Background: an optimization exercise with open tools, aiming at small area, a short achievable clock period and few clock cycles. Do not read the settings as production practice.
Only simulation tests tie the RTL to the original design; equivalence was not proved.
Power is estimated from default activity; no workload was simulated.

`run.sh`:
```
#!/bin/bash
# synth_recipe.tcl (not shown) runs the flow's synth.tcl, then flattens the netlist and writes it again
# the make line also repeats each setting of config.mk as NAME=value (left out here)
make -C /OpenROAD-flow-scripts/flow DESIGN_CONFIG=/design/flow/config.mk WORK_HOME=/design/flow/orfs CLKGATE_MAP_FILE= SYNTH_SCRIPT=/design/flow/synth_recipe.tcl finish
```
`config.mk`:
```
export PLATFORM = sky130hd
export DESIGN_NAME = genetic_generation_engine_core
export DESIGN_NICKNAME = genetic_generation_engine_core
export VERILOG_FILES = /design/flow/design.v
export SDC_FILE = /design/flow/constraint.sdc
export NUM_CORES = 4
export LEC_CHECK = 0
export CAP_MARGIN = 20
export CORE_MARGIN = 2
export CORE_UTILIZATION = 40
export SETUP_SLACK_MARGIN = 2.5
export SLEW_MARGIN = 20
```
`constraint.sdc`:
```
create_clock -name core_clock -period 8.0 [get_ports {clk}]
set_input_delay 1.6000 -clock core_clock [delete_from_list [all_inputs] [get_ports {clk}]]
set_output_delay 1.6000 -clock core_clock [all_outputs]
set_load 0.01 [all_outputs]
```
`design.v`:
```
`default_nettype none
package gge_pkg;
  localparam logic [31:0] LfsrTaps = 32'h80200003;
  localparam logic [31:0] SeedReset = 32'd1;
  localparam logic [15:0] XoverReset = 16'd45875;
  localparam logic [15:0] MutReset = 16'd66;
  function automatic logic [31:0] lfsr_step(input logic [31:0] v);
    lfsr_step = v[0] ? ((v >> 1) ^ LfsrTaps) : (v >> 1);
  endfunction
  function automatic logic [31:0] lfsr_jump(input logic [31:0] v, input int n);
    logic [31:0] x;
    x = v;
    for (int k = 0; k < n; k++) x = x[0] ? ((x >> 1) ^ LfsrTaps) : (x >> 1);
    lfsr_jump = x;
  endfunction
  function automatic logic [31:0] lfsr_back(input logic [31:0] v, input int n);
    logic [31:0] x;
    x = v;
    for (int k = 0; k < n; k++) x = {x[30:0], 1'b0} ^ (x[31] ? 32'h00400007 : 32'h0);
    lfsr_back = x;
  endfunction
  function automatic logic lt16(input logic [15:0] a, input logic [15:0] b);
    logic [15:0] l, g;
    l = ~a & b;
    g = a & ~b;
    for (int w = 1; w < 16; w = w * 2)
      for (int i = 0; i < 16; i = i + 2 * w) begin
        l[i] = l[i + w] | (~g[i + w] & l[i]);
        g[i] = g[i + w] | (~l[i + w] & g[i]);
      end
    lt16 = l[0];
  endfunction
  function automatic logic lt7(input logic [6:0] a, input logic [6:0] b);
    logic [7:0] l, g;
    l = {1'b0, ~a & b};
    g = {1'b0, a & ~b};
    for (int w = 1; w < 8; w = w * 2)
      for (int i = 0; i < 8; i = i + 2 * w) begin
        l[i] = l[i + w] | (~g[i + w] & l[i]);
        g[i] = g[i + w] | (~l[i + w] & g[i]);
      end
    lt7 = l[0];
  endfunction
  function automatic logic [3:0] ones8(input logic [7:0] v);
    logic [3:0] n;
    n = '0;
    for (int b = 0; b < 8; b++) n = n + {3'd0, v[b]};
    ones8 = n;
  endfunction
  function automatic logic [5:0] rstep(input logic [5:0] r, input logic b, input logic [6:0] d);
    logic [7:0] t;
    t = {1'b0, r, b} - {1'b0, d};
    rstep = t[7] ? {r[4:0], b} : t[5:0];
  endfunction
  function automatic logic [5:0] qstep(input logic [5:0] r, input logic [1:0] b,
                                       input logic [6:0] d, input logic [7:0] d3);
    logic [8:0] t1, t2, t3;
    t1 = {1'b0, r, b} - {2'b0, d};
    t2 = {1'b0, r, b} - {1'b0, d, 1'b0};
    t3 = {1'b0, r, b} - {1'b0, d3};
    qstep = !t3[8] ? t3[5:0] : (!t2[8] ? t2[5:0] : (!t1[8] ? t1[5:0] : {r[3:0], b}));
  endfunction
  localparam logic [255:0] SmallMod0 = 256'h2aaaaaaa4aaaaaaa52aaaaaa54aaaaaa952aaaaa294aaaaa2492aaaa0000aaaa;
  localparam logic [255:0] SmallMod1 = 256'h4ccc0ccc8ccccccc64cc30cc98cccccc264cc30c318ccccc492400000000cccc;
  localparam logic [255:0] SmallMod2 = 256'h70f030f010f000f080f0c0f0e0f0f0f038700c3042100000000000000000f0f0;
  localparam logic [255:0] SmallMod3 = 256'h7f003f001f000f0007000300010000000000000000000000000000000000ff00;
  function automatic logic [3:0] smallmod(input logic [3:0] v, input logic [3:0] d);
    smallmod = {SmallMod3[{d, v}], SmallMod2[{d, v}], SmallMod1[{d, v}], SmallMod0[{d, v}]};
  endfunction
  function automatic logic [5:0] addmod(input logic [5:0] a, input logic [5:0] b,
                                        input logic [6:0] d);
    logic [6:0] u;
    logic [7:0] t;
    u = {1'b0, a} + {1'b0, b};
    t = {1'b0, u} - {1'b0, d};
    addmod = t[7] ? u[5:0] : t[5:0];
  endfunction
  function automatic logic [5:0] dbladd(input logic [5:0] r, input logic [5:0] k,
                                        input logic [6:0] d);
    logic [7:0] t, t1, t2;
    t = {1'b0, r, 1'b0} + {2'b0, k};
    t1 = t - {1'b0, d};
    t2 = t - {d, 1'b0};
    dbladd = !t2[7] ? t2[5:0] : (!t1[7] ? t1[5:0] : t[5:0]);
  endfunction
  function automatic logic [5:0] cmod(input logic [1:0] sel, input logic [6:0] d);
    logic [5:0] v;
    v = '0;
    if (d >= 7'd8) begin
      case (sel)
        2'd0: v = 6'd7;
        2'd1: v = 6'd3;
        2'd2: v = 6'(d - 7'd1);
        default: v = 6'(d - 7'd5);
      endcase
    end else begin
      case (d[2:0])
        3'd1: v = 6'd0;
        3'd2: v = 6'd1;                                           
        3'd3: case (sel) 2'd0: v = 6'd1; 2'd1: v = 6'd0; 2'd2: v = 6'd2; default: v = 6'd1; endcase
        3'd4: case (sel) 2'd0: v = 6'd3; 2'd1: v = 6'd3; 2'd2: v = 6'd3; default: v = 6'd3; endcase
        3'd5: case (sel) 2'd0: v = 6'd2; 2'd1: v = 6'd3; 2'd2: v = 6'd4; default: v = 6'd0; endcase
        3'd6: case (sel) 2'd0: v = 6'd1; 2'd1: v = 6'd3; 2'd2: v = 6'd5; default: v = 6'd1; endcase
        3'd7: case (sel) 2'd0: v = 6'd0; 2'd1: v = 6'd3; 2'd2: v = 6'd6; default: v = 6'd2; endcase
        default: v = 6'd0;
      endcase
    end
    cmod = v;
  endfunction
  localparam logic [127:0] KTab0 = 128'h000000000000000080a828aa80222a88;
  localparam logic [127:0] KTab1 = 128'h0000000000000000c8004488c0c2aa00;
  localparam logic [127:0] KTab2 = 128'h000000000000000068389c8c84403240;
  localparam logic [127:0] KTab3 = 128'h0000000000000000bd82e82a70c0c000;
  localparam logic [127:0] KTab4 = 128'h000000000000000062f1ac568d0c0000;
  localparam logic [127:0] KTab5 = 128'h0000000000000000f008100000000000;
  localparam logic [127:0] KTab6 = 128'h000000000000000020a0a8880800a2a0;
  localparam logic [127:0] KTab7 = 128'h00000000000000000c0020e064088220;
  localparam logic [127:0] KTab8 = 128'h0000000000000000800ac4341ca64080;
  localparam logic [127:0] KTab9 = 128'h0000000000000000a11ecff416be4400;
  localparam logic [127:0] KTab10 = 128'h00000000000000001640888068000000;
  localparam logic [127:0] KTab11 = 128'h000000000000000013d0000800000000;
  function automatic logic [11:0] ktab(input logic [6:0] s);
    ktab = {KTab11[s], KTab10[s], KTab9[s], KTab8[s], KTab7[s], KTab6[s],
            KTab5[s], KTab4[s], KTab3[s], KTab2[s], KTab1[s], KTab0[s]};
  endfunction
endpackage
`default_nettype wire
`default_nettype none
module genetic_generation_engine_core (
  input  wire logic clk,
  input  wire logic rst,
  input  wire logic in_valid,
  output logic      in_ready,
  input  wire logic [11:0] in_data,
  output logic      out_valid,
  input  wire logic out_ready,
  output logic [16:0] out_data,
  input  wire logic cfg_valid,
  output logic      cfg_ready,
  input  wire logic [1:0] cfg_index,
  input  wire logic [31:0] cfg_data
);
  localparam logic [3:0] MOD_LAST = 4'd7;
  localparam logic [1:0] PH_IDLE = 2'd0, PH_MOD = 2'd2, PH_SEL = 2'd3;
  logic [1:0] ph;
  logic mut;                          
  logic [3:0] cnt;
  wire [2:0] c3 = cnt[2:0];
  logic z0;                           
  logic [7:0] pop [8];
  logic [7:0] nx [8];                 
  logic [31:0] lfsr;
  logic [15:0] xthr, mthr;
  logic [6:0] s;                      
  logic [6:0] acc;
  logic [6:0] cum [7];                
  logic [5:0] r;                      
  logic [3:0] chk;                    
  logic [7:0] d3;                     
  logic [5:0] ktr;                    
  logic [7:0] flr;                    
  logic [3:0] xh;                     
  logic [2:0] xl [4];                 
  logic [7:0] ob;
  logic [3:0] of;
  logic [2:0] oslot;
  logic ov;
  assign cfg_ready = 1'b1;
  assign in_ready = (ph == PH_IDLE) && !mut;
  assign out_valid = ov;
  assign out_data = {oslot, ob, of, ob == 8'hFF, oslot == 3'd7};
  wire take = in_valid && in_ready;
  wire take_run = take && in_data[11];
  wire take_load = take && !in_data[11];
  wire s_zero = (s == 7'd0);
  wire [6:0] dv = s;
  logic s_pend;                       
  logic ld_pend;                      
  logic [3:0] ld_new, ld_old;
  logic [11:0] kreg;                  
  logic [3:0] fq;
  wire [3:0] fcur = gge_pkg::ones8(pop[c3]);
  wire [6:0] acc_in = (cnt == 4'd1) ? 7'd0 : acc;
  wire [6:0] acc_nx = acc_in + {3'd0, fq};
  wire mod0 = take_run;
  wire [31:0] l8 = gge_pkg::lfsr_jump(lfsr, 8);
  wire [31:0] h = {nx[0], nx[2], nx[1], nx[3]};      
  wire [31:0] hsrc = z0 ? l8 : h;
  wire [3:0] cnt1 = cnt + 4'd1;
  wire [3:0] chk_nx = hsrc[31 - 4 * c3 - 4 -: 4];
  wire [5:0] r_mod = gge_pkg::qstep(gge_pkg::qstep(r, chk[3:2], dv, d3), chk[1:0], dv, d3);
  wire [3:0] s_add = s_pend ? of : (ld_pend ? ld_new : 4'd0);
  wire [3:0] s_sub = ld_pend ? ld_old : 4'd0;
  wire [6:0] dv0 = s + {3'd0, s_add} - {3'd0, s_sub};
  wire [5:0] r_first = (dv0[6:4] != 3'd0) ? {2'd0, l8[31:28]} :
                       {2'd0, gge_pkg::smallmod(l8[31:28], dv0[3:0])};
  wire [31:0] xd = gge_pkg::lfsr_step(lfsr);
  wire [31:0] xe = gge_pkg::lfsr_step(xd);
  wire xhit = gge_pkg::lt16(xd[31:16], xthr);
  wire xroll = (ph == PH_MOD) && (cnt >= 4'd1) && (cnt <= 4'd4);
  logic [3:0] yb, yb_nx;
  logic [31:0] yz;
  always_comb begin
    logic [31:0] t;
    t = gge_pkg::lfsr_back(h, 6);
    if (ph == PH_MOD) t = (cnt == 4'd6) ? h : gge_pkg::lfsr_back(h, 1);
    else
      case (c3)
        3'd0: t = gge_pkg::lfsr_back(h, 2);
        3'd1: t = gge_pkg::lfsr_back(h, 3);
        3'd2: t = gge_pkg::lfsr_back(h, 4);
        3'd3: t = gge_pkg::lfsr_back(h, 5);
        default: t = gge_pkg::lfsr_back(h, 6);
      endcase
    yb_nx = {t[31], t[21], t[1], t[0]};
    case (c3)
      3'd0: yz = h;
      3'd1: yz = gge_pkg::lfsr_back(h, 1);
      3'd2: yz = gge_pkg::lfsr_back(h, 2);
      3'd3: yz = gge_pkg::lfsr_back(h, 3);
      3'd4: yz = gge_pkg::lfsr_back(h, 4);
      3'd5: yz = gge_pkg::lfsr_back(h, 5);
      3'd6: yz = gge_pkg::lfsr_back(h, 6);
      default: yz = gge_pkg::lfsr_back(h, 7);
    endcase
  end
  wire [5:0] k_tap = gge_pkg::addmod(yb[2] ? kreg[5:0] : kreg[11:6], gge_pkg::cmod(yb[1:0], dv), dv);
  wire [5:0] ktr_nx = yb[3] ? k_tap : 6'd0;
  wire [5:0] r_back = gge_pkg::dbladd(r, ktr, dv);
  logic [7:0] below, sel_oh;          
  logic [7:0] psel;
  always_comb begin
    for (int j = 0; j < 7; j++) below[j] = gge_pkg::lt7({1'b0, r}, cum[j]);
    below[7] = 1'b1;
    for (int j = 0; j < 8; j++) begin
      if (s_zero) sel_oh[j] = yz[2:0] == 3'(j);
      else if (j == 0) sel_oh[j] = below[0];
      else sel_oh[j] = below[j] && !below[j - 1];
    end
    psel = '0;
    for (int j = 0; j < 8; j++) psel = psel | (pop[j] & {8{sel_oh[j]}});
  end
  logic [7:0] flip;
  always_comb begin
    logic [31:0] m;
    m = lfsr;
    for (int j = 0; j < 8; j++) begin
      m = gge_pkg::lfsr_step(m);
      flip[j] = gge_pkg::lt16(m[31:16], mthr);
    end
  end
  wire [1:0] q = c3[2:1];
  wire [7:0] xa = nx[{q, 1'b0}];
  wire [7:0] xb = nx[{q, 1'b1}];
  wire [7:0] xmask = xh[q] ? 8'((9'd1 << xl[q]) - 9'd1) : 8'hFF;
  wire [7:0] child = c3[0] ? ((xb & xmask) | (xa & ~xmask)) : ((xa & xmask) | (xb & ~xmask));
  wire [7:0] mfin = child ^ flr;
  wire [3:0] mfit = gge_pkg::ones8(mfin);
  wire mut_go = mut && (!ov || out_ready);
  wire sel_last = (ph == PH_SEL) && (c3 == 3'd7);
  wire flip_go = sel_last || (mut_go && c3 != 3'd7);
  always_ff @(posedge clk) begin
    if (rst) begin
      ph <= PH_IDLE; mut <= 1'b0; cnt <= '0; z0 <= 1'b1; s <= '0; ov <= 1'b0;
      s_pend <= 1'b0; ld_pend <= 1'b0;
      lfsr <= gge_pkg::SeedReset; xthr <= gge_pkg::XoverReset; mthr <= gge_pkg::MutReset;
      for (int i = 0; i < 8; i++) pop[i] <= '0;
    end else begin
      if (cfg_valid) begin
        case (cfg_index)
          2'd0: lfsr <= (cfg_data == 32'd0) ? 32'd1 : cfg_data;
          2'd1: xthr <= cfg_data[15:0];
          2'd2: mthr <= cfg_data[15:0];
          default: ;
        endcase
      end
      if (ov && out_ready) ov <= 1'b0;
      s_pend <= 1'b0;
      ld_pend <= 1'b0;
      if (s_pend || ld_pend) s <= dv0;
      if (mod0) lfsr <= l8;
      if (xroll) lfsr <= xhit ? xe : xd;
      if (flip_go) lfsr <= gge_pkg::lfsr_jump(lfsr, 8);
      case (ph)
        PH_IDLE: begin
          if (take_load) begin
            pop[in_data[10:8]] <= in_data[7:0];
            ld_pend <= 1'b1;
          end
          if (take_run) begin
            ph <= PH_MOD;
            cnt <= 4'd1; z0 <= 1'b0;
          end
          if (mut_go) begin
            pop[c3] <= mfin;
            ov <= 1'b1;
            s <= (c3 == 3'd0) ? 7'd0 : s + {3'd0, of};
            s_pend <= (c3 == 3'd7);
            cnt <= (c3 == 3'd7) ? 4'd0 : cnt1;
            z0 <= (c3 == 3'd7);
            if (c3 == 3'd7) mut <= 1'b0;
          end
        end
        PH_MOD: begin
          cnt <= cnt1; z0 <= 1'b0;
          if (cnt == MOD_LAST) begin
            ph <= PH_SEL; cnt <= 4'd0; z0 <= 1'b1;
          end
        end
        default: begin   
          cnt <= cnt1; z0 <= 1'b0;
          if (cnt == 4'd7) begin
            ph <= PH_IDLE; mut <= 1'b1; cnt <= 4'd0; z0 <= 1'b1;
          end
        end
      endcase
    end
  end
  wire do_cum = (ph == PH_MOD) || take_run;
  always_ff @(posedge clk) begin
    fq <= fcur;
    acc <= acc_nx;
    r <= (ph == PH_SEL) ? r_back : (z0 ? r_first : r_mod);
    chk <= chk_nx;
    d3 <= {1'b0, dv0} + {dv0, 1'b0};
    kreg <= gge_pkg::ktab(s);
    yb <= yb_nx;
    ktr <= ktr_nx;
    ld_new <= gge_pkg::ones8(in_data[7:0]);
    ld_old <= gge_pkg::ones8(pop[in_data[10:8]]);
    if (do_cum) begin
      case (cnt)
        4'd1: cum[0] <= {3'd0, acc_nx[3:0]};
        4'd2: cum[1] <= {2'd0, acc_nx[4:0]};
        4'd3: cum[2] <= {2'd0, acc_nx[4:0]};
        4'd4: cum[3] <= {1'd0, acc_nx[5:0]};
        4'd5: cum[4] <= {1'd0, acc_nx[5:0]};
        4'd6: cum[5] <= {1'd0, acc_nx[5:0]};
        4'd7: cum[6] <= {1'd0, acc_nx[5:0]};
        default: ;
      endcase
    end
    if (mod0) begin
      nx[0] <= l8[31:24]; nx[2] <= l8[23:16]; nx[1] <= l8[15:8]; nx[3] <= l8[7:0];
    end
    if (xroll) begin
      xh[2'(cnt - 4'd1)] <= xhit;
      xl[2'(cnt - 4'd1)] <= xe[2:0];
    end
    if (ph == PH_SEL) nx[3'd7 - c3] <= psel;
    if (flip_go) flr <= flip;
    if (mut_go) begin
      ob <= mfin; of <= mfit; oslot <= c3;
    end
  end
endmodule
`default_nettype wire
```
==> results.cfg, run 1 <==
[synthesis]
syn_area_per_cell_um2 = 9.17
yosysTopAreaCellShare_pct = 23.7
yosys_warnings = 2
ys_async_sr_fraction_pct = 0
syn_inst = 2827
synth-edff-count = 205
syn-num-nets = 3058
synthFlopType = edfxtp_1
synth.distinct_cells = 84
yosysSeqAreaShare_pct = 34.8
synth_area_leaders = edfxtp_1 (24%), dfxtp_1 (11%), ha_1 (7.0%), mux4_2 (5.1%), a21oi_1 (4.5%)
ys_ff_latch = 348
syn_area_um2 = 25900
synth_top_area_cell = edfxtp_1

[cts]
numClockSinks = 348
clock_latency_ps = 600
cts.reportedPaths.clkPinSlew_ps = 60
cts_tree = built
cts_buffers = 43
htree_num_levels = 2
cts_buffer_depth = 3
cts_hold_repair.buffers = 0
cts-root-buf = clkbuf_16

[die]
core-area_um2 = 64200
io_pins = 71
start_util_pct = 40.4
dieArea_um2 = 66900
rows = 93
dieHeight_um = 259
fp.dieW_um = 259

[route]
viasPerCell = 6.13
first_pass_iters = 6
vias = 22700
routed_wl_um = 87400
wire_per_inst_um = 23.6
drc_errors = 0
ant_nets = 0
drtIter0Drc = 2748

[layout]
drive_gt1_share_pct = 8.60
finalNetCount = 3046
postLayoutCoreUtil_pct = 45.0
antenna_cells = 0
instances_no_fill = 3704
fillers = 6092
area_growth_pct = 11.4

[grt]
grt_use_total_pct = 25.6
grt_max_degree = 68
grt-ovfl-total = 0
grt_pass1_wl_um = 133000
antenna_found_initial = 4
grt_pass1_vias = 21500

[sta]
rsz0062_at_grt = yes
fin_skew_ps = 35.6
max_slew_margin_pct = 24.4
fmax_ghz = 0.192
fin_tns_setup_ps = 0
tightest_slew_ps = 1100
hold_violations = 0
fin_ws_ps = 2800
slew_violations = 0
timing.final.crit_period_ps = 5200
fin_crit_sh_pct = 65.1
setup_viol = 0

[placement]
gp_congestion = 0.916
dp.cells = 3612
dpl_worst_slack_ps = 2150
portBuffers = 69
post-dp-hpwl_um = 63600

[job]
drv_cap = 0

[worst_setup_path]
crit_path_max_fanout = 25
crit_required_ps = 8340
end_kind = flip-flop
critPathLaunchType = flip-flop
cp.arrival_ps = 5540
critPathKind = flip-flop to flip-flop

[min_path]
worstHoldPathType = flip-flop to flip-flop

[pwr]
power_leakage_nw = 10.8
p_total_mw = 9.71
powerDensity_nw_per_um2 = 336
ir_drop_v = 0.000238

[status]
status = no timing/DRC/antenna violations
-- sequential cells by signal, indices dropped and copies added, names as in the netlist, 6 cells and up, named ones only --
signal / count
flr: 8
d3: 8
xl: 12
r: 6
nx: 64
ktr: 6
cum: 38
acc: 6
lfsr: 32
ob: 8
s: 7
mthr: 16
kreg: 12
xthr: 16
pop: 64
-- logic make-up (layout without fill, tap and decap cells) --
family | Yosys count | in the layout | synth area share, %
adder cells (fa/ha/maj) | 251 | 251 | 12.5
multiplexers | 169 | 169 | 9.43
other | 1 | 1 | 0.0145
AND/OR/NAND/NOR | 792 | 792 | 13.9
AO/OA/AOI/OAI | 787 | 787 | 19.7
XOR/XNOR | 119 | 119 | 4.42
flip-flops | 348 | 348 | 34.8
buffers and inverters | 360 | 382 | 5.30
-- layout make-up --
type / count / area [µm²] / area share [%]
flip-flops and latches: 348 / 9020 / 31.2
well taps: 855 / 1070 / 3.70
clock inverters: 23 / 209 / 0.723
repair buffers: 130 / 1180 / 4.09
multi-input cells: 2119 / 15600 / 54.0
clock buffers: 56 / 1140 / 3.96
inverters: 173 / 661 / 2.29
-- final timing paths --
| path | from | end | slack [ps] | depth (start not counted) |
|---|---|---|---|---|
| worst min register to register | xthr[7] | xthr[7] | 450 | 2 |
| worst max register to register | flip-flop | of[1] | 2800 | 17 |
| worst min-delay path | xthr[7] | xthr[7] | 450 | 2 |
| worst max-delay path | flip-flop | of[1] | 2800 | 17 |
-- placed cells by master (no fill, tap or decap), types with 79 or more instances in the layout --
| master | netlist | routed |
|---|---|---|
| nor2_1 | 259 | 256 |
| nand2_1 | 242 | 242 |
| a21oi_1 | 231 | 229 |
| edfxtp_1 | 205 | 205 |
| inv_1 | 163 | 160 |
| o21ai_0 | 155 | 155 |
| ha_1 | 146 | 145 |
| dfxtp_1 | 143 | 138 |
| mux2i_1 | 98 | 98 |
| xnor2_1 | 81 | 79 |
-- power breakdown --
group | leakage (nW) | switching [mW] | internal [mW]
Clock | 0.664 | 0.835 | 1.09
Combinational | 7.00 | 3.20 | 2.10
Sequential | 3.13 | 0.259 | 2.23
-- metal layers --
layer | wire, µm | part of all wire [%] | vias up | global-route usage, %
li1 | - | - | 10400 | -
met1 | 37100 | 42 | 11000 | 36.1
met3 | 8170 | 9.3 | 170 | 4.29
met2 | 39300 | 45 | 1184 | 40.0
met5 | 0 | 0 | - | 0
met4 | 2840 | 3.2 | 0 | 8.35
-- critical path, stage by stage (launching register included) --
cell,delay (ps)
dfxtp_1,300
buf_4,370
mux4_2,440
or3_1,440
ha_1,310
nand2_1,70
xnor2_1,170
mux2i_1,270
xnor2_1,210
inv_1,100
fa_1,460
fa_1,540
fa_1,400
inv_1,70
ha_1,160
inv_1,60
fa_1,530
inv_1,40
-- synthesized netlist by cell type, types with 31 or more instances --
master,instances
nand3_1,53
maj3_1,61
mux4_2,59
nand2_1,242
o22ai_1,34
a22oi_1,34
a31oi_1,32
dfxtp_1,143
inv_1,163
a21o_1,43
nor3_1,47
clkbuf_1,151
xnor2_1,81
a21oi_1,231
o21ai_0,155
nand2b_1,36
xor2_1,31
o211ai_1,39
ha_1,146
mux2i_1,98
nor2b_1,51
edfxtp_1,205
nor2_1,259
fa_1,34
-- timing repair --
item / CTS / global route
gates cloned: 0 / 1
resized for setup: 4 / 17
setup buffers: 0 / 11
setup endpoints to repair: 14 / 15
pin swaps: 0 / 0
-- through the flow --
stage,hold slack (ps),instance area [µm²]
finish,454,28900
global route,479,28900
CTS,459,28700
detailed placement,451,27400
global placement,445,27300
floorplan,430,25900
Testbench counts, summed over its fixed seeds: cycles 4,704.
==> inputs of run 2 (changes only) <==
--- a/config.mk
+++ b/config.mk
@@ -10,3 +10,3 @@
 export CORE_UTILIZATION = 40
-export SETUP_SLACK_MARGIN = 2.5
+export SETUP_SLACK_MARGIN = 4.5
 export SLEW_MARGIN = 20
==> results.cfg, run 2 <==
[route]
first_pass_iters = 6
wl_met1_um = 38500
drc_errors = 0
drtIter0Drc = 3172
dr_wl_met3_um = 9380
routed_wl_um = 95500
viasPerCell = 6.23
routed-wl-met2_um = 43400
dr.max_layer_used = met5
wire_per_inst_um = 24.3
ant_nets = 0
vias = 24400

[layout]
drive_gt1_share_pct = 26.1
mostFrequentLayoutCells = nor2_1 (243), nand2_1 (228), buf_4 (211)
layout.area.seq_um2 = 9110
reg.largest.list = nx: 64 flops, pop: 64 flops, cum: 38 flops
area_growth_pct = 27.9
multi_input_area_um2 = 17400
antenna_cells = 0
finalNetCount = 3262
final_common_cell = nor2_1
fillers = 5653
design_area_um2 = 33200

[synthesis]
syn_inst = 2827
yosys_warnings = 2
synth-edff-count = 205
syn-num-nets = 3058
syn_area_per_cell_um2 = 9.17
synth_common_cells = nor2_1 (259), nand2_1 (242), a21oi_1 (231)
synth_area_leaders = edfxtp_1 (24%), dfxtp_1 (11%), ha_1 (7.0%), mux4_2 (5.1%), a21oi_1 (4.5%)
yosysTopAreaCellShare_pct = 23.7
synth_top_area_cell = edfxtp_1
ys_ff_latch = 348
yosys.cell_count.top_type = nor2_1
yosysSeqAreaShare_pct = 34.8
ys_async_sr_fraction_pct = 0
syn_area_um2 = 25900
synthFlopType = edfxtp_1
synth.distinct_cells = 84

[cts]
cts_buffers = 44
cts.reportedPaths.clkPinSlew_ps = 60
cts_tree = built
clock_latency_ps = 630
cts_buffer_depth = 3
cts_hold_repair.buffers = 0
cts-root-buf = clkbuf_16
numClockSinks = 348
htree_num_levels = 2

[sta]
rsz0062_at_grt = yes
slew_violations = 0
timing.final.crit_period_ps = 4860
fin_tns_setup_ps = 0
max_slew_margin_pct = 19.7
fin_skew_ps = 76.8
tightest_slew_ps = 1200
fin_crit_sh_pct = 60.8
setup_viol = 0
fmax_ghz = 0.206
hold_violations = 0

[placement]
gp_congestion = 0.934
portBuffers = 69
post-dp-hpwl_um = 63300
place_area_um2 = 27600

[die]
start_util_pct = 40.4
dieArea_um2 = 66900
io_pins = 71
fp.dieW_um = 259
core-area_um2 = 64200
dieHeight_um = 259
rows = 93

[worst_setup_path]
end_kind = flip-flop
critPathKind = flip-flop to flip-flop
endpoint = of[1]
crit_path_max_fanout = 5
critPathLaunchType = flip-flop
ff2ff_setup_slack_ps = 3140
cp.arrival_ps = 5220
reg2reg_depth = 17
rr_endpoint = of[1]
crit_required_ps = 8360

[pwr]
powerDensity_nw_per_um2 = 358
ir_drop_v = 0.000261
power_leakage_nw = 12.5

[min_path]
worstHoldPathType = flip-flop to flip-flop

[grt]
grt_pass1_wl_um = 141000
antenna_found_initial = 3
grt-ovfl-total = 0
grt_use_total_pct = 27.3
grt_pass1_vias = 23000
grt_max_degree = 51

[status]
status = no timing/DRC/antenna violations

[job]
drv_cap = 0
## run 2: cell count changes in the layout (fill, tap and decap cells not counted), moves of 22 or more
| cell | delta |
|---|---|
| dfxtp_1 | -27 |
| a21oi_2 | +30 |
| a21oi_1 | -45 |
| buf_6 | +30 |
| ha_4 | +27 |
| buf_4 | +152 |
| o21ai_0 | -27 |
| ha_1 | -30 |
| inv_1 | -32 |
| buf_12 | +22 |
## run 2: what timing repair did
item                                    in CTS  in global routing
endpoints found under the setup margin     315                256
setup buffers                              156                 69
hold endpoints to repair                     0                  0
resized for setup                          332                185
pin swaps                                   97                 98
cloned                                       7                  5
## run 2: cell families (layout without fill, tap and decap cells)
kind of cell | Yosys count | in the layout | synth area share [%]
flip-flops | 348 | 348 | 34.8
adder cells (fa/ha/maj) | 251 | 251 | 12.5
AND/OR/NAND/NOR | 792 | 792 | 13.9
buffers and inverters | 360 | 600 | 5.30
other | 1 | 1 | 0.0145
XOR/XNOR | 119 | 119 | 4.42
multiplexers | 169 | 169 | 9.43
AO/OA/AOI/OAI | 787 | 787 | 19.7
## run 2: layer usage
metal  global-route usage (%)  up-vias
met5                        0        -
met4                     9.09        2
met3                     5.10      306
met2                     43.7     1440
met1                     37.1    11900
li1                         -    10800
## run 2: per-stage QoR
step	setup WS (ps)	std cells	total power, mW	hold slack, ps	util [%]
5_1_grt	3000	3922	12.6	490	51.6
2_1_floorplan	3210	2827	6.53	430	-
6_report	3140	3922	11.9	462	51.6
3_5_place_dp	2140	3603	7.92	452	42.9
3_3_place_gp	2170	3603	7.75	445	42.9
4_1_cts	3140	3848	10.9	459	49.3
## run 2: worst max-delay path, cell delays in order (launching register included)
cell and delay [ps]:
dfxtp_4 360, buf_12 110, mux4_2 540, buf_4 170, nor2_2 160, xnor2_2 160, mux4_2 370, mux2i_4 210
xnor2_2 200, inv_1 110, fa_1 530, fa_1 450, fa_2 480, inv_2 80, ha_4 130, inv_2 30
fa_1 470, inv_1 40
## run 2: report_power, final
group	switching, mW	internal (mW)	total, mW
logic	3.98	3.34	7.32
clock network	0.829	1.24	2.07
registers	0.257	2.24	2.50
## run 2: layout make-up
type	instances	area share, %
clock buffer	59	3.68
sequential	348	27.5
timing repair buffer	342	9.94
multi-input combinational	2119	52.5
inverter	173	2.25
clock inverter	23	0.853
timing repair inverter	3	0.0566
tap	855	3.23
## run 2: how the worst min path moves through the flow
stage               startpoint  endpoint  slack, ps  cells after the start
floorplan              xthr[0]   xthr[0]        430                      2
global placement       xthr[0]   xthr[0]        450                      2
detailed placement     xthr[6]   xthr[6]        450                      2
CTS                    xthr[6]   xthr[6]        460                      2
global route           xthr[6]   xthr[6]        490                      2
finish                 xthr[6]   xthr[6]        460                      2
==> inputs of run 3 (changes only) <==
--- a/design.v
+++ b/design.v
@@ -44,6 +44,11 @@
   function automatic logic [3:0] ones8(input logic [7:0] v);
-    logic [3:0] n;
-    n = '0;
-    for (int b = 0; b < 8; b++) n = n + {3'd0, v[b]};
-    ones8 = n;
+    logic [1:0] a, b, c, d;
+    logic [2:0] ab, cd;
+    a = {1'b0, v[0]} + {1'b0, v[1]};
+    b = {1'b0, v[2]} + {1'b0, v[3]};
+    c = {1'b0, v[4]} + {1'b0, v[5]};
+    d = {1'b0, v[6]} + {1'b0, v[7]};
+    ab = {1'b0, a} + {1'b0, b};
+    cd = {1'b0, c} + {1'b0, d};
+    ones8 = {1'b0, ab} + {1'b0, cd};
   endfunction
--- a/config.mk
+++ b/config.mk
@@ -9,4 +9,4 @@
 export CORE_MARGIN = 2
-export CORE_UTILIZATION = 40
-export SETUP_SLACK_MARGIN = 4.5
+export CORE_UTILIZATION = 60
+export SETUP_SLACK_MARGIN = 2.5
 export SLEW_MARGIN = 20
==> results.cfg, run 3 <==
[status]
status = no timing/DRC/antenna violations

[cts]
cts_buffers = 40
cts_buffer_depth = 3
cts-root-buf = clkbuf_16
cts.reportedPaths.clkPinSlew_ps = 60
clock_latency_ps = 580
numClockSinks = 348
cts_tree = built
htree_num_levels = 2

[route]
vias = 23000
first_pass_iters = 9
drtIter0Drc = 3140
ant_nets = 0
drc_errors = 0
wire_per_inst_um = 24.7
routed_wl_um = 84100
viasPerCell = 6.75

[synthesis]
synth_simple_gate_area_share_pct = 13.7
synth_top_family_by_area = compound AO/OA/AOI/OAI gates
synth_compound_area_share_pct = 19.4
synth_area_leaders = edfxtp_1 (24%), dfxtp_1 (11%), ha_1 (7.1%), mux4_2 (5.3%), a21oi_1 (4.2%)
syn_area_per_cell_um2 = 9.24
yosysSeqAreaShare_pct = 34.7
syn-num-nets = 3044
syn_area_um2 = 26000
yosys.cell_count.top_type = nand2_1
synthFlopType = edfxtp_1
synth_common_cells = nand2_1 (266), nor2_1 (261), a21oi_1 (219)
syn_inst = 2812
ys_ff_latch = 348
synth-edff-count = 205
synth_xor_area_share_pct = 4.52
synth-adder-area-share_pct = 12.8
ys_async_sr_fraction_pct = 0
yosys_warnings = 2
synth_top_area_cell = edfxtp_1
yosysTopAreaCellShare_pct = 23.7
synth.distinct_cells = 86
synthMuxAreaShare_pct = 9.54

[sta]
fmax_ghz = 0.186
fin_tns_setup_ps = 0
rsz0062_at_grt = yes
timing.final.crit_period_ps = 5380
slew_violations = 0
fin_crit_sh_pct = 67.2
tightest_slew_ps = 1160
setup_viol = 0
hold_violations = 0
fin_skew_ps = 31.3
max_slew_margin_pct = 21.9

[placement]
portBuffers = 69
gp_congestion = 0.959
post-dp-hpwl_um = 61100

[layout]
mostFrequentLayoutCells = nand2_1 (266), nor2_1 (259), a21oi_1 (218)
area_growth_pct = 9.66
antenna_cells = 0
finalNetCount = 3016
drive_gt1_share_pct = 9.02
final_common_cell = nand2_1
reg.largest.list = nx: 64 flops, pop: 64 flops, cum: 38 flops
postLayoutCoreUtil_pct = 66.4
fillers = 3488

[worst_setup_path]
crit_slowest_cell = clkdlybuf4s50_1
path_cells = clkdlybuf4s50_1 -> mux4_2 -> mux2i_1 -> fa_1 -> fa_1 -> fa_1 -> inv_1 -> ha_1 -> fa_1 -> xor2_1
path_common_cell = fa_1
end_kind = flip-flop
crit_path_max_fanout = 18
max_stage_delay_ps = 1100
cp.arrival_ps = 5830
crit_required_ps = 8450
critPathKind = input pin to flip-flop
critPathLaunchType = input pin

[pwr]
power.switching_mw = 4.27
ir_drop_v = 0.000262
seqPwrFrac_pct = 25.4
swShare_pct = 43.5
power_leakage_nw = 10.8
p_int_mw = 5.55
powerDensity_nw_per_um2 = 345
p_comb_share_pct = 55.4
pwr-share-clk_pct = 19.2

[grt]
grt_pass1_vias = 21700
antenna_found_initial = 5
grt_max_degree = 61
grt_use_total_pct = 37.2
grt-ovfl-total = 0
grt_pass1_wl_um = 128000

[die]
io_pins = 71
fp.dieW_um = 212
start_util_pct = 60.6
dieHeight_um = 212
core-area_um2 = 42900
dieArea_um2 = 45000
rows = 76

[min_path]
worstHoldPathType = flip-flop to flip-flop

[job]
drv_cap = 0
[run 3: cell types whose count changed after synthesis, sizes merged, moves of 10 or more]
cell    delta
a22oi     -17
nand3     -10
a21oi     -12
nor2b     +12
nand2     +24
a211oi    +10
o211ai    -12
nor3      -15
a222oi    +14
and2      -10
[run 3: layout make-up]
class	count	area (µm²)	area share [%]
multi-input cells	2103	15600	54.9
flip-flops and latches	348	9020	31.7
clock buffers	59	1150	4.05
repair buffers	122	1130	3.96
well taps	585	732	2.57
inverters	169	634	2.23
clock inverters	14	181	0.637
[run 3: metal layers]
layer	vias up	share of wire [%]	GRT usage, %
met2	1421	44	56.2
met1	11100	40	52.7
met5	-	0	0
met3	224	11	6.88
met4	0	4.0	15.7
li1	10300	-	-
[run 3: what timing repair did]
action,in CTS,in global routing
cloned,0,1
gates resized for setup,9,15
buffers inserted,0,7
pin swaps,0,1
endpoints found under the setup margin,8,11
hold buffers,0,0
[run 3: power by group through the flow]
stage | combinational [mW] | sequential, mW | clock (mW)
floorplan | 3.88 | 2.35 | 0
CTS | 5.19 | 2.48 | 1.90
detailed placement | 5.11 | 2.52 | 0
global placement | 4.94 | 2.51 | 0
finish | 5.44 | 2.49 | 1.89
global route | 5.92 | 2.50 | 1.97
[run 3: worst max-delay path, delay by kind of cell]
| family | cells | cell delay (ps) |
|---|---|---|
| xor+xnor | 1 | 150 |
| mux | 2 | 840 |
| fa+ha+maj | 5 | 2080 |
| buf+inv | 2 | 1150 |
[run 3: final timing paths]
path,cells after the start,slack (ps),endpoint,start
max,10,2620,ld_old[2],in_data[8]
min,2,470,xthr[5],xthr[5]
max reg2reg,16,2690,flr[7],lfsr[3]
min reg2reg,2,470,xthr[5],xthr[5]
[run 3: logic make-up after synthesis]
kind of cell / count (synthesis)
simple gates: 788
compound gates: 764
buf+inv: 361
flops: 348
fa+ha+maj: 259
mux: 169
xor+xnor: 122
other cells: 1
[run 3: per-stage QoR]
stage | instances | cell area [µm²] | power (mW) | setup WS [ps] | hold WS, ps
floorplan | 2812 | 26000 | 6.23 | 2550 | 430
global placement | 3319 | 27000 | 7.45 | 1870 | 448
detailed placement | 3319 | 27000 | 7.63 | 1770 | 459
CTS | 3392 | 28400 | 9.57 | 2520 | 473
global route | 3400 | 28500 | 10.4 | 2420 | 498
finish | 3400 | 28500 | 9.82 | 2620 | 470
Testbench counts of run 3, summed over its fixed seeds: cycles 4,704.
==> inputs of run 4 (changes only) <==
--- a/config.mk
+++ b/config.mk
@@ -7,5 +7,6 @@
 export LEC_CHECK = 0
+export ABC_AREA = 1
 export CAP_MARGIN = 20
 export CORE_MARGIN = 2
-export CORE_UTILIZATION = 60
+export CORE_UTILIZATION = 40
 export SETUP_SLACK_MARGIN = 2.5
==> results.cfg, run 4 <==
[status]
status = no timing/DRC/antenna violations

[synthesis]
synth.distinct_cells = 76
yosys.cell_count.top_type = nand2_1
yosysSeqAreaShare_pct = 33.6
synthFlopType = edfxtp_1
syn-num-nets = 3972
synth_area_leaders = edfxtp_1 (23%), nand2_1 (11%), dfxtp_1 (11%), o21ai_0 (7.4%), ha_1 (6.8%)
syn_inst = 3740
synth-edff-count = 205
ys_async_sr_fraction_pct = 0
yosys_warnings = 2
syn_area_per_cell_um2 = 7.18
ys_ff_latch = 348
yosysTopAreaCellShare_pct = 22.9
synth_top_area_cell = edfxtp_1
syn_area_um2 = 26900
synth_common_cells = nand2_1 (822), inv_1 (406), o21ai_0 (399)

[cts]
cts_buffer_depth = 3
numClockSinks = 348
cts-root-buf = clkbuf_16
postCtsSetupBuffers = 0
cts_buffers = 42
cts.reportedPaths.clkPinSlew_ps = 60
cts_hold_repair.buffers = 0
clock_latency_ps = 590
cts_resized = 1
cts_tree = built
htree_num_levels = 2

[route]
vias = 26300
drc_errors = 0
viasPerCell = 5.69
wire_per_inst_um = 20.4
ant_nets = 0
routed_wl_um = 94400
first_pass_iters = 7
drtIter0Drc = 3103

[grt]
grt_pass1_vias = 23900
grt_pass1_wl_um = 145000
grt_max_degree = 76
grt-ovfl-total = 0
grt_use_total_pct = 26.7
antenna_found_initial = 1

[sta]
fin_tns_setup_ps = 0
hold_violations = 0
fin_crit_sh_pct = 67.3
timing.final.crit_period_ps = 5380
slew_violations = 0
tightest_slew_ps = 1150
max_slew_margin_pct = 22.8
setup_viol = 0
fin_skew_ps = 32.2
rsz0062_at_grt = no
fmax_ghz = 0.186

[pwr]
powerDensity_nw_per_um2 = 341
ir_drop_v = 0.000191
power_leakage_nw = 12.8

[die]
io_pins = 71
dieArea_um2 = 69200
start_util_pct = 40.2
core-area_um2 = 66800
fp.dieW_um = 263
dieHeight_um = 263
rows = 95

[layout]
antenna_cells = 0
fillers = 6890
finalNetCount = 3958
mostFrequentLayoutCells = nand2_1 (821), inv_1 (404), o21ai_0 (399)
layout.area.seq_um2 = 9020
design_area_um2 = 29700
area_growth_pct = 10.6
multi_input_area_um2 = 15600
reg.largest.list = nx: 64 flops, pop: 64 flops, cum: 38 flops
drive_gt1_share_pct = 5.91
final_common_cell = nand2_1

[placement]
post-dp-hpwl_um = 69400
portBuffers = 69
gp_congestion = 0.999
place_area_um2 = 28300

[job]
drv_cap = 0

[worst_setup_path]
path_cells = clkdlybuf4s50_1 -> inv_1 -> a21oi_1 -> a221oi_1 -> a31oi_1 -> fa_1 -> fa_1 -> fa_1 -> inv_1 -> ha_1 -> fa_1 -> xor2_1
max_stage_delay_ps = 980
cp.arrival_ps = 5840
path_common_cell = fa_1
crit_slowest_cell = clkdlybuf4s50_1
crit_path_max_fanout = 21
end_kind = flip-flop
critPathKind = input pin to flip-flop
crit_required_ps = 8460
critPathLaunchType = input pin

[min_path]
worstHoldPathType = flip-flop to flip-flop
[run 4: final cells by class]
| class | instances | area share [%] |
|---|---|---|
| timing repair buffer | 103 | 3.24 |
| clock buffer | 60 | 4.25 |
| clock inverter | 13 | 0.421 |
| sequential | 348 | 30.4 |
| inverter | 441 | 5.60 |
| tap | 873 | 3.68 |
| multi-input combinational | 2790 | 52.4 |
[run 4: final timing paths]
kind | startpoint | endpoint | slack (ps) | cells past startpoint
setup / recovery | in_data[9] | ld_old[2] | 2620 | 12
hold / removal | xthr[0] | xthr[0] | 480 | 2
setup reg to reg | flip-flop | of[2] | 2880 | 20
hold reg to reg | xthr[0] | xthr[0] | 480 | 2
[run 4: metal layers]
metal	share of wire, %	wire [µm]	vias up	GRT usage, %
met4	3.2	3020	0	8.65
met3	7.7	7300	172	3.11
met1	45	42100	12300	38.1
met5	0	0	-	0
li1	-	-	12700	-
met2	44	41900	1172	42.0
[run 4: kinds of logic after synthesis]
logic type | share of synthesized area [%]
XOR/XNOR | 2.53
AO/OA/AOI/OAI | 22.4
buffers and inverters | 8.66
flip-flops | 33.6
adder cells (fa/ha/maj) | 9.38
other | 0.0140
multiplexers | 0.498
AND/OR/NAND/NOR | 22.9
[run 4: critical path, delay by kind of cell]
family	cells	cell delay, ps
adder cells (fa/ha/maj)	5	2070
AO/OA/AOI/OAI	3	560
buffers and inverters	3	1450
XOR/XNOR	1	150
[run 4: metrics by stage]
| stage | utilization [%] | setup WS [ps] | power (mW) | hold slack, ps | instances |
|---|---|---|---|---|---|
| 2_1_floorplan | - | 3070 | 6.59 | 445 | 3740 |
| 3_3_place_gp | 42.3 | 2120 | 8.06 | 464 | 4554 |
| 6_report | 44.5 | 2620 | 10.1 | 476 | 4628 |
| 3_5_place_dp | 42.3 | 2120 | 8.10 | 463 | 4554 |
| 5_1_grt | 44.5 | 2480 | 11.0 | 495 | 4628 |
| 4_1_cts | 44.4 | 2610 | 10.1 | 477 | 4627 |
[run 4: report_power, final]
| part | internal, mW | switching (mW) |
|---|---|---|
| combinational | 1.94 | 3.74 |
| sequential | 2.26 | 0.242 |
| clock | 1.16 | 0.795 |
| total | 5.36 | 4.77 |
==> inputs of run 5 (changes only) <==
--- a/config.mk
+++ b/config.mk
@@ -7,3 +7,2 @@
 export LEC_CHECK = 0
-export ABC_AREA = 1
 export CAP_MARGIN = 20
@@ -11,3 +10,3 @@
 export CORE_UTILIZATION = 40
-export SETUP_SLACK_MARGIN = 2.5
+export SETUP_SLACK_MARGIN = 3.2
 export SLEW_MARGIN = 20
==> results.cfg, run 5 <==
[route]
drtIter0Drc = 2648
ant_nets = 0
vias = 22900
routed_wl_um = 88900
viasPerCell = 6.15
drc_errors = 0
wire_per_inst_um = 23.9
first_pass_iters = 9

[sta]
timing.final.crit_period_ps = 4890
hold_violations = 0
fin_ws_ps = 3110
fin_crit_sh_pct = 61.1
tightest_slew_ps = 1080
rsz0062_at_grt = yes
fmax_ghz = 0.204
fin_hold_ws_ps = 465
max_slew_margin_pct = 26.1
fin_tns_setup_ps = 0
setup_viol = 0
slew_violations = 0
fin_skew_ps = 45.2

[worst_setup_path]
critPathLaunchType = flip-flop
crit_required_ps = 8360
cp.arrival_ps = 5250
end_kind = flip-flop
crit_path_max_fanout = 4
critPathKind = flip-flop to flip-flop
ff2ff_setup_slack_ps = 3110

[die]
rows = 93
dieHeight_um = 259
core-area_um2 = 64300
dieArea_um2 = 67000
start_util_pct = 40.4
io_pins = 71
fp.dieW_um = 259

[layout]
design_area_um2 = 29600
finalNetCount = 3056
mostFrequentLayoutCells = nand2_1 (264), nor2_1 (260), a21oi_1 (216)
fillers = 6140
layout.area.seq_um2 = 9040
final_common_cell = nand2_1
multi_input_area_um2 = 15900
reg.largest.list = nx: 64 flops, pop: 64 flops, cum: 38 flops
area_growth_pct = 14.0
drive_gt1_share_pct = 12.2

[min_path]
worstHoldPathType = flip-flop to flip-flop

[cts]
numClockSinks = 348
cts_hold_repair.buffers = 0
cts-root-buf = clkbuf_16
cts_buffer_depth = 3
htree_num_levels = 2
cts.reportedPaths.clkPinSlew_ps = 60
cts_buffers = 44
cts_tree = built
clock_latency_ps = 610

[pwr]
p_total_mw = 10.2
ir_drop_v = 0.000257
power_leakage_nw = 11.2
powerDensity_nw_per_um2 = 346

[grt]
grt_pass1_vias = 21500
top_usage_layer = met2
grt_use_met2_pct = 41.3
antenna_found_initial = 1
use_met1_pct = 35.0
grtUsageMet3_pct = 3.48
grt_use_total_pct = 25.7
grt_pass1_wl_um = 133000
grt-ovfl-total = 0
grt_max_degree = 51

[synthesis]
synth_top_area_cell = edfxtp_1
syn_area_per_cell_um2 = 9.24
synth-edff-count = 205
syn-num-nets = 3044
yosys_warnings = 2
synth_common_cells = nand2_1 (266), nor2_1 (261), a21oi_1 (219)
ys_ff_latch = 348
syn_inst = 2812
yosys.cell_count.top_type = nand2_1
yosysSeqAreaShare_pct = 34.7
ys_async_sr_fraction_pct = 0
synthFlopType = edfxtp_1
synth_area_leaders = edfxtp_1 (24%), dfxtp_1 (11%), ha_1 (7.1%), mux4_2 (5.3%), a21oi_1 (4.2%)
syn_area_um2 = 26000
synth.distinct_cells = 86
yosysTopAreaCellShare_pct = 23.7

[placement]
place_area_um2 = 27400
post-dp-hpwl_um = 64000
dpl_worst_slack_ps = 1980
portBuffers = 69
gp_congestion = 0.922

[job]
drv_cap = 0

[status]
status = no timing/DRC/antenna violations
==> run 5: changes by cell type in the layout (fill, tap and decap cells not counted), moves of 46 or more <==
cell     change
nand3_1    -110
mux4_2      +61
nor2b_1     +62
nand2_1    -557
maj3_1      +63
a21oi_1    -128
xnor2_1     +49
o21ai_0    -270
mux2i_1     +83
inv_1      -254
buf_4       +46
nor2_1      -90
==> run 5: path summary, 6_finish.rpt <==
check | cells past startpoint | startpoint | to
hold reg to reg | 2 | xthr[0] | xthr[0]
setup / recovery | 17 | flip-flop | of[1]
hold / removal | 2 | xthr[0] | xthr[0]
setup reg to reg | 17 | flip-flop | of[1]
==> run 5: routing by layer <==
metal / vias to the layer above / wire length, µm
met4: 0 / 3440
li1: 10300 / -
met2: 1147 / 41000
met5: - / 0
met3: 223 / 6670
met1: 11100 / 37800
==> run 5: timing repair <==
action                     CTS  global route
pin swaps                    7            14
setup endpoints to repair   85            73
buffers inserted            20            17
gates resized for setup     55            52
gates cloned                 1             1
==> run 5: critical path, cell delays in order, from the launching register on <==
cell	delay [ps]
dfxtp_4	380
buf_6	120
mux4_2	510
or3_4	410
ha_4	290
nand2_4	50
xnor2_2	160
mux2i_2	290
xnor2_2	160
fa_1	460
fa_1	510
inv_1	50
fa_1	430
inv_1	90
ha_2	190
inv_2	40
fa_2	510
inv_1	40
==> run 5: cell families after synthesis <==
group	Yosys count	synth area share (%)
buffers and inverters	361	5.32
AO/OA/AOI/OAI	764	19.4
XOR/XNOR	122	4.52
multiplexers	169	9.54
adder cells (fa/ha/maj)	259	12.8
AND/OR/NAND/NOR	788	13.7
flip-flops	348	34.7
other	1	0.0144
==> run 5: per-stage QoR <==
step,utilization (%),cells
floorplan,-,2812
detailed placement,42.6,3594
finish,46.0,3716
CTS,45.4,3696
global route,46.0,3714
global placement,42.6,3594
==> run 5: layout make-up <==
cell class / count / area share, %
Multi-Input combinational cell: 2103 / 53.6
Clock buffer: 54 / 3.98
Antenna cell: 2 / 0.0169
Timing Repair Buffer: 158 / 5.00
Sequential cell: 348 / 30.5
Clock inverter: 27 / 1.05
Tap cell: 855 / 3.61
Inverter: 169 / 2.18
==> run 5: report_power, final <==
part | leakage [nW] | internal [mW] | switching (mW)
Clock | 0.717 | 1.22 | 0.838
Combinational | 7.30 | 2.37 | 3.32
Sequential | 3.14 | 2.24 | 0.261
==> inputs of run 6 (changes only) <==
--- a/config.mk
+++ b/config.mk
@@ -12 +12,2 @@
 export SLEW_MARGIN = 20
+export TNS_END_PERCENT = 5
==> results.cfg, run 6 <==
[layout]
drive_gt1_share_pct = 11.5
mostFrequentLayoutCells = nand2_1 (264), nor2_1 (260), a21oi_1 (215)
postLayoutCoreUtil_pct = 45.5
finalNetCount = 3049
reg.largest.list = nx: 64 flops, pop: 64 flops, cum: 38 flops
area_growth_pct = 12.6
final_common_cell = nand2_1

[job]
drv_cap = 0

[synthesis]
synthMuxAreaShare_pct = 9.54
synthFlopType = edfxtp_1
syn_area_per_cell_um2 = 9.24
synth_xor_area_share_pct = 4.52
synth-adder-area-share_pct = 12.8
synth_area_leaders = edfxtp_1 (24%), dfxtp_1 (11%), ha_1 (7.1%), mux4_2 (5.3%), a21oi_1 (4.2%)
yosys.cell_count.top_type = nand2_1
synth.distinct_cells = 86
syn_area_um2 = 26000
syn-num-nets = 3044
ys_ff_latch = 348
synth_top_area_cell = edfxtp_1
synth_top_family_by_area = compound AO/OA/AOI/OAI gates
yosysSeqAreaShare_pct = 34.7
yosys_warnings = 2
synth_compound_area_share_pct = 19.4
syn_inst = 2812
ys_async_sr_fraction_pct = 0
synth-edff-count = 205
yosysTopAreaCellShare_pct = 23.7
synth_common_cells = nand2_1 (266), nor2_1 (261), a21oi_1 (219)
synth_simple_gate_area_share_pct = 13.7

[cts]
clock_latency_ps = 590
cts-root-buf = clkbuf_16
cts.reportedPaths.clkPinSlew_ps = 60
numClockSinks = 348
cts_buffers = 42
htree_num_levels = 2
cts_buffer_depth = 3
cts_tree = built
cts_hold_repair.buffers = 0

[die]
core-area_um2 = 64300
dieArea_um2 = 67000
start_util_pct = 40.4
rows = 93
dieHeight_um = 259
io_pins = 71
fp.dieW_um = 259

[route]
viasPerCell = 6.11
first_pass_iters = 9
wire_per_inst_um = 23.6
ant_nets = 0
drtIter0Drc = 2373
routed_wl_um = 87300
vias = 22600
drc_errors = 0

[grt]
grt_pass1_vias = 22100
grt_pass1_wl_um = 134000
grt_use_total_pct = 25.7
grt_max_degree = 53
grt-ovfl-total = 0
antenna_found_initial = 0

[worst_setup_path]
crit_required_ps = 8450
crit_slowest_cell = mux4_2
max_stage_delay_ps = 530
critPathKind = input pin to flip-flop
ff2ff_setup_slack_ps = 3120
crit_path_max_fanout = 20
cp.arrival_ps = 5350
critPathLaunchType = input pin
end_kind = flip-flop
path_cells = clkdlybuf4s50_1 -> buf_8 -> mux4_2 -> mux2i_1 -> fa_1 -> fa_1 -> fa_1 -> inv_1 -> ha_1 -> fa_1 -> xor2_1
path_common_cell = fa_1

[sta]
fin_crit_sh_pct = 61.1
slew_violations = 0
tightest_slew_ps = 1110
fin_tns_setup_ps = 0
timing.final.crit_period_ps = 4890
hold_violations = 0
fin_skew_ps = 35.8
fmax_ghz = 0.204
rsz0062_at_grt = yes
max_slew_margin_pct = 23.7
setup_viol = 0

[placement]
gp_congestion = 0.923
portBuffers = 69
post-dp-hpwl_um = 62900

[pwr]
ir_drop_v = 0.000239
power_leakage_nw = 11.0
powerDensity_nw_per_um2 = 341

[min_path]
worstHoldPathType = flip-flop to flip-flop

[status]
status = no timing/DRC/antenna violations
-- run 6: cell counts after synthesis --
Identical to the previous run, type by type.
-- run 6: where the power goes --
part	switching, mW	internal, mW	total, mW
registers	0.254	2.23	2.49
logic	3.34	2.36	5.70
clock network	0.789	0.997	1.79
total	4.39	5.59	9.98
-- run 6: critical path, delay by kind of cell --
family	cells	cell delay (ps)
adders and majority gates	5	2100
buffers and inverters	3	760
muxes	2	730
xor gates and xnor gates	1	150
-- run 6: layer usage --
| metal | up-vias | GRT usage (%) | part of all wire (%) |
|---|---|---|---|
| met5 | - | 0 | 0 |
| met4 | 0 | 11.0 | 4.2 |
| met3 | 208 | 4.30 | 7.9 |
| met2 | 1077 | 41.5 | 46 |
| met1 | 11000 | 34.0 | 42 |
| li1 | 10300 | - | - |
-- run 6: repair_timing --
item                       4_1_cts  5_1_grt
buffers inserted                19       12
resized for setup               48       44
setup endpoints to repair      110      202
hold endpoints to repair         0        0
pin swaps                       12       16
-- run 6: kinds of logic (layout without fill, tap and decap cells) --
family,Yosys count,count (layout)
AND/OR/NAND/NOR,788,788
AO/OA/AOI/OAI,764,764
buffers and inverters,361,396
flip-flops,348,348
adder cells (fa/ha/maj),259,259
multiplexers,169,169
XOR/XNOR,122,122
other,1,2
-- run 6: worst paths after layout --
kind	from	to	depth (start not counted)
max	in_data[9]	ld_old[2]	11
min	xthr[0]	xthr[0]	2
max reg2reg	flip-flop	of[1]	15
min reg2reg	xthr[0]	xthr[0]	2
-- run 6: layout make-up --
type	instances	area [µm²]
flip-flops and latches	348	9040
fillers	6100	35100
inverters	169	652
multi-input cells	2103	15900
clock buffers	56	1140
diodes	1	2.50
clock inverters	18	104
repair buffers	153	1360
well taps	855	1070
-- run 6: through the flow --
stage / instances / cell area, µm² / total power [mW] / hold slack, ps / setup WS, ps
floorplan: 2812 / 26000 / 6.24 / 430 / 3150
global placement: 3597 / 27400 / 7.58 / 465 / 1710
detailed placement: 3597 / 27400 / 7.69 / 470 / 1650
CTS: 3690 / 29000 / 9.70 / 478 / 3070
global route: 3702 / 29200 / 10.6 / 506 / 3030
finish: 3703 / 29300 / 9.98 / 477 / 3110
==> inputs of run 7 (changes only) <==
--- a/config.mk
+++ b/config.mk
@@ -10,4 +10,3 @@
 export CORE_UTILIZATION = 40
-export SETUP_SLACK_MARGIN = 3.2
+export SETUP_SLACK_MARGIN = 4.2
 export SLEW_MARGIN = 20
-export TNS_END_PERCENT = 5
==> results.cfg, run 7 <==
[synthesis]
yosys_warnings = 2
yosysSeqAreaShare_pct = 34.7
ys_ff_latch = 348
synth_area_leaders = edfxtp_1 (24%), dfxtp_1 (11%), ha_1 (7.1%), mux4_2 (5.3%), a21oi_1 (4.2%)
syn-num-nets = 3044
yosysTopAreaCellShare_pct = 23.7
synth.distinct_cells = 86
synth_common_cells = nand2_1 (266), nor2_1 (261), a21oi_1 (219)
ys_async_sr_fraction_pct = 0
synth_top_area_cell = edfxtp_1
syn_area_per_cell_um2 = 9.24
synthFlopType = edfxtp_1
yosys.cell_count.top_type = nand2_1
synth-edff-count = 205
syn_inst = 2812
syn_area_um2 = 26000

[grt]
grt_pass1_wl_um = 138000
grt_use_total_pct = 26.7
grt-ovfl-total = 0
grt_pass1_vias = 22500
antenna_found_initial = 2
grt_max_degree = 55

[sta]
slew_violations = 0
rsz0062_at_grt = yes
fin_crit_sh_pct = 59.0
fin_tns_setup_ps = 0
tightest_slew_ps = 966
setup_viol = 0
fin_skew_ps = 20.0
fin_ws_ps = 3280
hold_violations = 0
max_slew_margin_pct = 35.2
timing.final.crit_period_ps = 4720
fmax_ghz = 0.212

[placement]
gp_congestion = 0.923
dp.cells = 3596
dpl_worst_slack_ps = 2100
post-dp-hpwl_um = 63800
portBuffers = 69

[layout]
finalNetCount = 3187
mostFrequentLayoutCells = nor2_1 (258), nand2_1 (255), a21oi_1 (207)
fillers = 5896
area_growth_pct = 22.3
reg.largest.list = nx: 64 flops, pop: 64 flops, cum: 38 flops
instances_no_fill = 3842
drive_gt1_share_pct = 21.5
final_common_cell = nor2_1
postLayoutCoreUtil_pct = 49.4

[route]
first_pass_iters = 6
viasPerCell = 6.11
drtIter0Drc = 2451
ant_nets = 0
routed_wl_um = 92100
drc_errors = 0
vias = 23500
wire_per_inst_um = 24.0

[cts]
cts_hold_repair.buffers = 0
htree_num_levels = 2
cts-root-buf = clkbuf_16
clock_latency_ps = 580
cts.reportedPaths.clkPinSlew_ps = 50
numClockSinks = 348
cts_buffer_depth = 3
cts_tree = built
cts_buffers = 41

[die]
rows = 93
core-area_um2 = 64300
start_util_pct = 40.4
dieHeight_um = 259
dieArea_um2 = 67000
fp.dieW_um = 259
io_pins = 71

[worst_setup_path]
cp.arrival_ps = 5050
crit_required_ps = 8330
crit_path_max_fanout = 13
end_kind = flip-flop
critPathKind = flip-flop to flip-flop
critPathLaunchType = flip-flop

[pwr]
swShare_pct = 42.1
powerDensity_nw_per_um2 = 361
pwr-share-clk_pct = 17.6
power_leakage_nw = 12.1
seqPwrFrac_pct = 21.8
power.switching_mw = 4.83
p_int_mw = 6.63
p_total_mw = 11.5
ir_drop_v = 0.000269
p_comb_share_pct = 60.6

[job]
drv_cap = 0

[min_path]
worstHoldPathType = flip-flop to flip-flop

[status]
status = no timing/DRC/antenna violations
## run 7: changes by cell type in the layout (fill, tap and decap cells not counted), sizes merged
cell,previous run,this run
clkdlybuf4s50,67,62
clkinvlp,5,11
clkdlybuf4s18,1,0
clkdlybuf4s15,0,1
clkinv,26,20
dlygate4sd2,0,3
inv,156,153
clkbuf,56,55
bufinv,0,6
buf,85,223
bufbuf,0,1
## run 7: what timing repair did
| action | 4_1_cts | 5_1_grt |
|---|---|---|
| endpoints found under the setup margin | 301 | 201 |
| hold endpoints to repair | 0 | 0 |
| pin swaps | 62 | 71 |
| gates cloned | 2 | 1 |
| setup buffers | 105 | 63 |
| resized for setup | 254 | 103 |
## run 7: power groups by stage
| stage | clock [mW] | sequential [mW] | combinational, mW |
|---|---|---|---|
| 6_report | 2.02 | 2.50 | 6.94 |
| 5_1_grt | 2.12 | 2.51 | 7.49 |
| 4_1_cts | 2.05 | 2.49 | 6.28 |
| 3_5_place_dp | 0 | 2.54 | 5.26 |
| 3_3_place_gp | 0 | 2.54 | 5.10 |
| 2_1_floorplan | 0 | 2.35 | 4.14 |
## run 7: layout make-up
class / count / area [µm²] / share of cell area [%]
Tap cell: 855 / 1070 / 3.37
Sequential cell: 348 / 9090 / 28.6
Antenna cell: 1 / 2.50 / 0.00788
Timing Repair Buffer: 292 / 2740 / 8.62
Clock inverter: 21 / 274 / 0.863
Clock buffer: 53 / 1150 / 3.61
Inverter: 169 / 712 / 2.24
Multi-Input combinational cell: 2103 / 16700 / 52.7
## run 7: per-stage QoR
step,cell area (µm²),hold WS (ps)
detailed placement,27600,459
floorplan,26300,430
CTS,30800,472
finish,31800,469
global placement,27600,458
global route,31800,492
## run 7: cells by family (layout without fill, tap and decap cells)
group | count (synthesis) | in the layout | synth area share, %
other cells | 1 | 2 | 0.0144
xor+xnor | 122 | 122 | 4.52
flops | 348 | 348 | 34.7
compound gates | 764 | 764 | 19.4
fa+ha+maj | 259 | 259 | 12.8
buf+inv | 361 | 535 | 5.32
mux | 169 | 169 | 9.54
simple gates | 788 | 788 | 13.7
## run 7: critical path, stage by stage (launching register included)
cell	delay, ps
dfxtp_4	520
mux4_2	370
or3_4	430
ha_4	280
nand2_4	60
xnor2_4	150
mux2i_2	270
xnor2_2	120
fa_1	570
fa_1	440
inv_2	70
fa_2	430
inv_2	70
ha_4	120
inv_2	40
fa_2	520
inv_2	30
## run 7: final timing paths
path	from	end	slack, ps	depth (start not counted)
worst max-delay path	flip-flop	of[1]	3280	16
worst min-delay path	xthr[0]	xthr[0]	470	2
worst max register to register	flip-flop	of[1]	3280	16
worst min register to register	xthr[0]	xthr[0]	470	2
## run 7: layer usage
| layer | up-vias | routed length (µm) | track usage (%) |
|---|---|---|---|
| met1 | 11500 | 37200 | 35.3 |
| met5 | - | 0 | 0 |
| li1 | 10600 | - | - |
| met4 | 0 | 3830 | 9.76 |
| met3 | 232 | 7660 | 3.66 |
| met2 | 1138 | 43400 | 44.4 |
==> inputs of run 8 (changes only) <==
--- a/config.mk
+++ b/config.mk
@@ -10,3 +10,3 @@
 export CORE_UTILIZATION = 40
-export SETUP_SLACK_MARGIN = 4.2
+export SETUP_SLACK_MARGIN = 3.5
 export SLEW_MARGIN = 20
==> results.cfg, run 8 <==
[job]
drv_cap = 0

[synthesis]
syn-num-nets = 3044
yosysTopAreaCellShare_pct = 23.7
synth_compound_area_share_pct = 19.4
ys_async_sr_fraction_pct = 0
yosys.cell_count.top_type = nand2_1
synth_simple_gate_area_share_pct = 13.7
synthMuxAreaShare_pct = 9.54
synth_area_leaders = edfxtp_1 (24%), dfxtp_1 (11%), ha_1 (7.1%), mux4_2 (5.3%), a21oi_1 (4.2%)
synth-adder-area-share_pct = 12.8
yosysSeqAreaShare_pct = 34.7
synth-edff-count = 205
ys_ff_latch = 348
synth_xor_area_share_pct = 4.52
yosys_warnings = 2
synth_top_family_by_area = compound AO/OA/AOI/OAI gates
synthFlopType = edfxtp_1
synth_common_cells = nand2_1 (266), nor2_1 (261), a21oi_1 (219)
syn_area_um2 = 26000
synth.distinct_cells = 86
syn_area_per_cell_um2 = 9.24
synth_top_area_cell = edfxtp_1
syn_inst = 2812

[status]
status = no timing/DRC/antenna violations

[min_path]
worstHoldPathType = flip-flop to flip-flop

[layout]
design_area_um2 = 30100
drive_gt1_share_pct = 14.0
final_common_cell = nand2_1
reg.largest.list = nx: 64 flops, pop: 64 flops, cum: 38 flops
area_growth_pct = 15.8
finalNetCount = 3077
mostFrequentLayoutCells = nand2_1 (264), nor2_1 (259), a21oi_1 (214)
instances_no_fill = 3732
antenna_cells = 0

[sta]
max_slew_margin_pct = 28.6
fin_skew_ps = 26.2
rsz0062_at_grt = yes
fin_hold_ws_ps = 479
slew_violations = 0
hold_violations = 0
setup_viol = 0
fin_tns_setup_ps = 0
fin_crit_sh_pct = 61.0
timing.final.crit_period_ps = 4880
tightest_slew_ps = 1070
fmax_ghz = 0.205

[die]
dieHeight_um = 259
dieArea_um2 = 67000
io_pins = 71
core-area_um2 = 64300
start_util_pct = 40.4
fp.dieW_um = 259
rows = 93

[grt]
grt_max_degree = 57
grt-ovfl-total = 0
antenna_found_initial = 0
grt_use_total_pct = 25.9
grt_pass1_vias = 22200
grt_pass1_wl_um = 135000

[route]
wire_per_inst_um = 23.8
vias = 22900
routed-wl-met2_um = 41300
routed_wl_um = 88800
viasPerCell = 6.15
dr_wl_met3_um = 6400
drc_errors = 0
wl_met1_um = 36900
dr.max_layer_used = met4
drtIter0Drc = 2470
ant_nets = 0
first_pass_iters = 7

[cts]
htree_num_levels = 2
cts_tree = built
numClockSinks = 348
cts_buffer_depth = 3
clock_latency_ps = 590
cts.reportedPaths.clkPinSlew_ps = 60
cts-root-buf = clkbuf_16
cts_buffers = 42

[placement]
place_area_um2 = 27400
gp_congestion = 0.938
portBuffers = 69
post-dp-hpwl_um = 63000
dp.cells = 3600

[worst_setup_path]
critPathKind = flip-flop to flip-flop
cp.arrival_ps = 5220
critPathLaunchType = flip-flop
crit_path_max_fanout = 12
end_kind = flip-flop
crit_required_ps = 8340

[pwr]
power_leakage_nw = 11.3
ir_drop_v = 0.000282
powerDensity_nw_per_um2 = 356
run 8: final timing paths:
path                            slack [ps]  endpoint  cells past startpoint       from
worst max-delay path                  3120     of[1]                     16  flip-flop
worst min-delay path                   480  xthr[10]                      2   xthr[10]
worst max register to register        3120     of[1]                     16  flip-flop
worst min register to register         480  xthr[10]                      2   xthr[10]
run 8: layout make-up:
type | count | area [µm²]
clock buffers | 52 | 1130
clock inverters | 24 | 241
inverters | 169 | 654
flip-flops and latches | 348 | 9050
fillers | 6101 | 34300
multi-input cells | 2103 | 16100
repair buffers | 181 | 1780
well taps | 855 | 1070
run 8: report_power, final:
group	total [mW]	internal, mW	switching, mW
sequential	2.49	2.23	0.253
combinational	6.27	2.72	3.55
clock	1.95	1.13	0.813
total	10.7	6.09	4.62
run 8: per-layer routing:
metal | track usage [%] | vias up
met5 | 0 | -
met4 | 12.1 | 0
met1 | 34.4 | 11200
li1 | - | 10400
met3 | 3.14 | 244
met2 | 42.0 | 1109
run 8: what timing repair did:
| action | in CTS | in global routing |
|---|---|---|
| gates cloned | 4 | 2 |
| setup buffers | 24 | 26 |
| setup endpoints to repair | 174 | 148 |
| hold buffers | 0 | 0 |
| resized for setup | 84 | 77 |
| pin swaps | 20 | 42 |
run 8: cells by family (layout without fill, tap and decap cells):
| kind of cell | after synthesis | in the layout |
|---|---|---|
| AND/OR/NAND/NOR | 788 | 788 |
| AO/OA/AOI/OAI | 764 | 764 |
| buffers and inverters | 361 | 426 |
| flip-flops | 348 | 348 |
| adder cells (fa/ha/maj) | 259 | 259 |
| multiplexers | 169 | 169 |
| XOR/XNOR | 122 | 122 |
| other | 1 | 1 |
run 8: per-stage QoR:
stage	power [mW]	utilization, %	setup WS, ps
2_1_floorplan	6.27	-	3230
4_1_cts	10.1	45.8	3100
5_1_grt	11.4	46.7	2990
6_report	10.7	46.7	3120
3_3_place_gp	7.57	42.7	2120
3_5_place_dp	7.70	42.7	2080
run 8: critical path, stage by stage (launching register included):
cell and delay [ps]:
dfxtp_2 590, mux4_2 400, or3_4 430, ha_4 290, nand2_4 60, xnor2_4 160
mux2i_2 280, xnor2_2 120, fa_1 510, fa_1 510, inv_2 40, fa_1 450
inv_2 80, ha_4 130, inv_2 40, fa_2 500, inv_1 40

-- port drivers added, routing unchanged --
Ports are ideal in the flow. The routed layouts listed here were re-timed in OpenROAD. Step 1 assumes that a clkbuf_16 drives the clock port and a buf_2 every other input. Step 2, shift: input delay + t, output delay - t, t = (earliest + latest rising clock arrival at the registers) / 2. This alone moves slack from input paths to output paths. Slacks: ideal / step 1 / step 2; pairs: ideal / step 1.
run | t (ns) | slack for setup (ns)
run 1 | 0.653 | 2.795 / 2.795 / 2.427
run 2 | 0.655 | 3.139 / 3.139 / 3.049
run 3 | 0.625 | 2.621 / 2.661 / 2.036
run 4 | 0.639 | 2.616 / 2.659 / 2.020
run 5 | 0.653 | 3.109 / 3.109 / 2.752
run 6 | 0.637 | 3.108 / 3.116 / 2.509
run 7 | 0.631 | 3.280 / 3.280 / 3.222
run 8 | 0.643 | 3.116 / 3.116 / 2.998
After both steps setup and hold are still met in every run listed.
